From an optimization exercise on the open Yosys and OpenROAD flow, aimed at small area, a short achievable clock period and few clock cycles per item; shortcuts taken in it are not production practice.
Only simulation tests tie the RTL to the original design; equivalence was not proved.

// fft8_engine
module fft8_engine (
  input  logic        clk,
  input  logic        rst,
  input  logic        cmd_valid,
  input  logic [1:0]  cmd_op,
  input  logic [3:0]  cmd_sel,
  input  logic [31:0] cmd_data,
  output logic        cmd_ready,
  output logic        busy,
  output logic        done,
  output logic [31:0] result,
  output logic        result_valid
);
For scale: roughly 460 flip-flops, ~77 I/O pins.
Settings: LEC_CHECK=0, CAP_MARGIN=20, CORE_MARGIN=2, CORE_UTILIZATION=40, SLEW_MARGIN=20, TNS_END_PERCENT=5; clock period 12.0 ns.
standard.sh (not shown) runs the stock make flow with config.mk's settings and CLKGATE_MAP_FILE= SYNTH_SCRIPT=/design/flow/synth_recipe.tcl, a recipe that flattens the netlist after the stock synthesis.
==> flow/flow/run.sh <==
#!/bin/bash
# The standard ORFS layout, with its setup repair aimed below the clock period
# (repair_timing's -setup_margin), so that it also works on paths that already meet it.
set -euo pipefail
bash standard.sh SETUP_SLACK_MARGIN=7.5 finish > standard_flow.log 2>&1
Testbench counts at the start, summed over its fixed seeds: cycles 8,704, items 320.
Rerun with:
--- a/flow/flow/run.sh
+++ b/flow/flow/run.sh
@@ -5 +5 @@
-bash standard.sh SETUP_SLACK_MARGIN=7.5 finish > standard_flow.log 2>&1
+bash standard.sh SETUP_SLACK_MARGIN=8 finish > standard_flow.log 2>&1
Settings changed: TNS_END_PERCENT 5 to 0.
After rerunning: Die area is unchanged. Clock skew rose by 0.017 ns.
Rerun with:
--- a/flow/flow/run.sh
+++ b/flow/flow/run.sh
@@ -5 +5 @@
-bash standard.sh SETUP_SLACK_MARGIN=8 finish > standard_flow.log 2>&1
+bash standard.sh SETUP_SLACK_MARGIN=7 finish > standard_flow.log 2>&1
Settings changed: ABC_AREA set to 1, TNS_END_PERCENT 0 to not set.
Outcome: Maximum frequency drops by a few percent; count of clock-buffer cells in the layout grows by 11; via count grows by roughly a tenth; worst setup slack got worse by 0.32 ns; sequential cell count is unchanged.
Rerun with:
--- a/flow/flow/run.sh
+++ b/flow/flow/run.sh
@@ -5 +5 @@
-bash standard.sh SETUP_SLACK_MARGIN=7 finish > standard_flow.log 2>&1
+bash standard.sh SETUP_SLACK_MARGIN=8.5 finish > standard_flow.log 2>&1
Settings changed: ABC_AREA 1 to not set.
=> Global-route usage went down by 0.84 points; cell count drops by about a fifth; design area rises by a little under a tenth; via count shrinks by a few percent; hold slack is better by 0.038 ns; die area drops by a few percent.
Rerun with:
--- a/flow/flow/run.sh
+++ b/flow/flow/run.sh
@@ -5 +5 @@
-bash standard.sh SETUP_SLACK_MARGIN=8.5 finish > standard_flow.log 2>&1
+bash standard.sh SETUP_SLACK_MARGIN=9 finish > standard_flow.log 2>&1
Settings changed: TNS_END_PERCENT set to 5.
After rerunning: Via count fell by 2.1%. Utilization fell by 2.3 points. Count of clock-buffer cells in the layout fell by 9. Wire length fell by 3.0%. Cell count fell by 2.0%.
Rerun with:
--- a/flow/flow/run.sh
+++ b/flow/flow/run.sh
@@ -5 +5 @@
-bash standard.sh SETUP_SLACK_MARGIN=9 finish > standard_flow.log 2>&1
+bash standard.sh SETUP_SLACK_MARGIN=8 finish > standard_flow.log 2>&1
Settings changed: CORE_UTILIZATION 40 to 60, PLACE_DENSITY set to 0.75, TNS_END_PERCENT 5 to 20.
Outcome: The changed run went through all stages and came out clean. Register-to-register slack gets better by 0.03 ns. Hold slack hardly moves. Final cell count goes down by a little under a tenth. Global-route usage goes up by 13 points. Final area goes down by a few percent. Wire length goes down by a few percent. Worst setup slack gets better by 0.030 ns. Via count goes up by a few percent.

Starting RTL as in the previous note.
Settings: LEC_CHECK=0, CAP_MARGIN=20, CORE_MARGIN=2, CORE_UTILIZATION=40, SLEW_MARGIN=20; clock period 12.0 ns.
==> flow/flow/run.sh <==
#!/bin/bash
# The standard ORFS layout, with its setup repair aimed below the clock period
# (repair_timing's -setup_margin), so that it also works on paths that already meet it.
set -euo pipefail
bash standard.sh SETUP_SLACK_MARGIN=7 finish > standard_flow.log 2>&1
The first run finished clean.
Testbench counts at the start, summed over its fixed seeds: cycles 8,704, items 320.
Then changed:
--- a/flow/flow/run.sh
+++ b/flow/flow/run.sh
@@ -4,2 +4,2 @@
 set -euo pipefail
-bash standard.sh SETUP_SLACK_MARGIN=7 finish > standard_flow.log 2>&1
+bash standard.sh SETUP_SLACK_MARGIN=8 finish > standard_flow.log 2>&1
Result:
- count of clock-buffer cells in the layout drops by 1
- worst setup slack gains 470 ps
- die area is unchanged
- worst hold slack degrades by 6.3 ps
- fmax grows by 11%
Then changed:
--- a/flow/flow/run.sh
+++ b/flow/flow/run.sh
@@ -4,2 +4,2 @@
 set -euo pipefail
-bash standard.sh SETUP_SLACK_MARGIN=8 finish > standard_flow.log 2>&1
+bash standard.sh SETUP_SLACK_MARGIN=8.25 finish > standard_flow.log 2>&1
TNS_END_PERCENT = 5   (was unset)
Outcome:
- via count falls by 2.1%
- synthesized cell count is unchanged
- hold slack barely changes
- global-route usage falls by 0.27 points
- area after synthesis stays the same
- core utilization fell by 1.5 points
- cell area shrinks by 3.0%
- clock skew shrinks by 12 ps
Then changed:
--- a/flow/flow/run.sh
+++ b/flow/flow/run.sh
@@ -4,2 +4,2 @@
 set -euo pipefail
-bash standard.sh SETUP_SLACK_MARGIN=8.25 finish > standard_flow.log 2>&1
+bash standard.sh SETUP_SLACK_MARGIN=8 finish > standard_flow.log 2>&1
TNS_END_PERCENT = 20   (was 5)
The new run produced a clean layout.
Setup slack improves by 120 ps.
Clock skew decreases by 3.5 ps.
Sequential cell count stays the same.
Critical path depth increases by 8.
Then changed:
TNS_END_PERCENT = 5   (was 20)
After rerunning:
- via count is lower by a few percent
- worst hold slack gets worse by 11 ps
- die area is unchanged
- synthesized area does not change
- cell area decreases by a few percent
- sequential share of layout area rose by 0.96 points

==> what the ideal ports hide <==
How much do the figures lean on ideal ports? The routed layouts below were timed once more, with nothing changed but the port constraints. Step 1, drivers: a clkbuf_16 drives clk and a buf_2 each remaining input, both assumed. Step 2 adds t to the input delays and takes it off the output delays; t is the mean of the earliest and latest rising clock arrival at the registers after step 1. Input paths then give back, and output paths get back, about the clock's delay inside the block. Slacks: ideal ports / drivers / drivers and shift; pairs: ideal ports / drivers.
run	shift t [ns]	setup slack, ns	hold WS [ns]	worst setup path after step 2	worst data-port slew with drivers (ns)
the first run of note 1	0.677	7.441 / 7.441 / 6.853	0.527 / 0.527 / 0.527	input to register	0.06
the second run of note 1	0.677	7.471 / 7.471 / 6.927	0.548 / 0.548 / 0.548	input to register	0.06
the third run of note 1	0.675	7.151 / 7.151 / 6.576	0.507 / 0.507 / 0.507	input to register	0.05
the fourth run of note 1	0.672	7.605 / 7.605 / 7.605	0.545 / 0.545 / 0.545	register to register	0.06
the fifth run of note 1	0.685	7.545 / 7.545 / 7.084	0.530 / 0.530 / 0.530	input to register	0.05
the sixth run of note 1	0.678	7.574 / 7.574 / 7.198	0.532 / 0.532 / 0.532	input to register	0.04
the first run of note 2	0.685	7.161 / 7.161 / 6.711	0.528 / 0.528 / 0.528	input to register	0.06
the second run of note 2	0.680	7.629 / 7.629 / 7.454	0.522 / 0.522 / 0.522	input to register	0.05
the third run of note 2	0.680	7.500 / 7.500 / 6.931	0.523 / 0.523 / 0.523	input to register	0.05
the fourth run of note 2	0.679	7.616 / 7.616 / 7.113	0.542 / 0.542 / 0.542	input to register	0.04
the fifth run of note 2	0.672	7.554 / 7.554 / 7.130	0.531 / 0.531 / 0.531	input to register	0.07
After both steps every run listed still meets setup and hold. For the first run of note 1, which loses most, drivers alone change the setup slack by 0.000 ns; drivers and shift together by -0.588 ns.
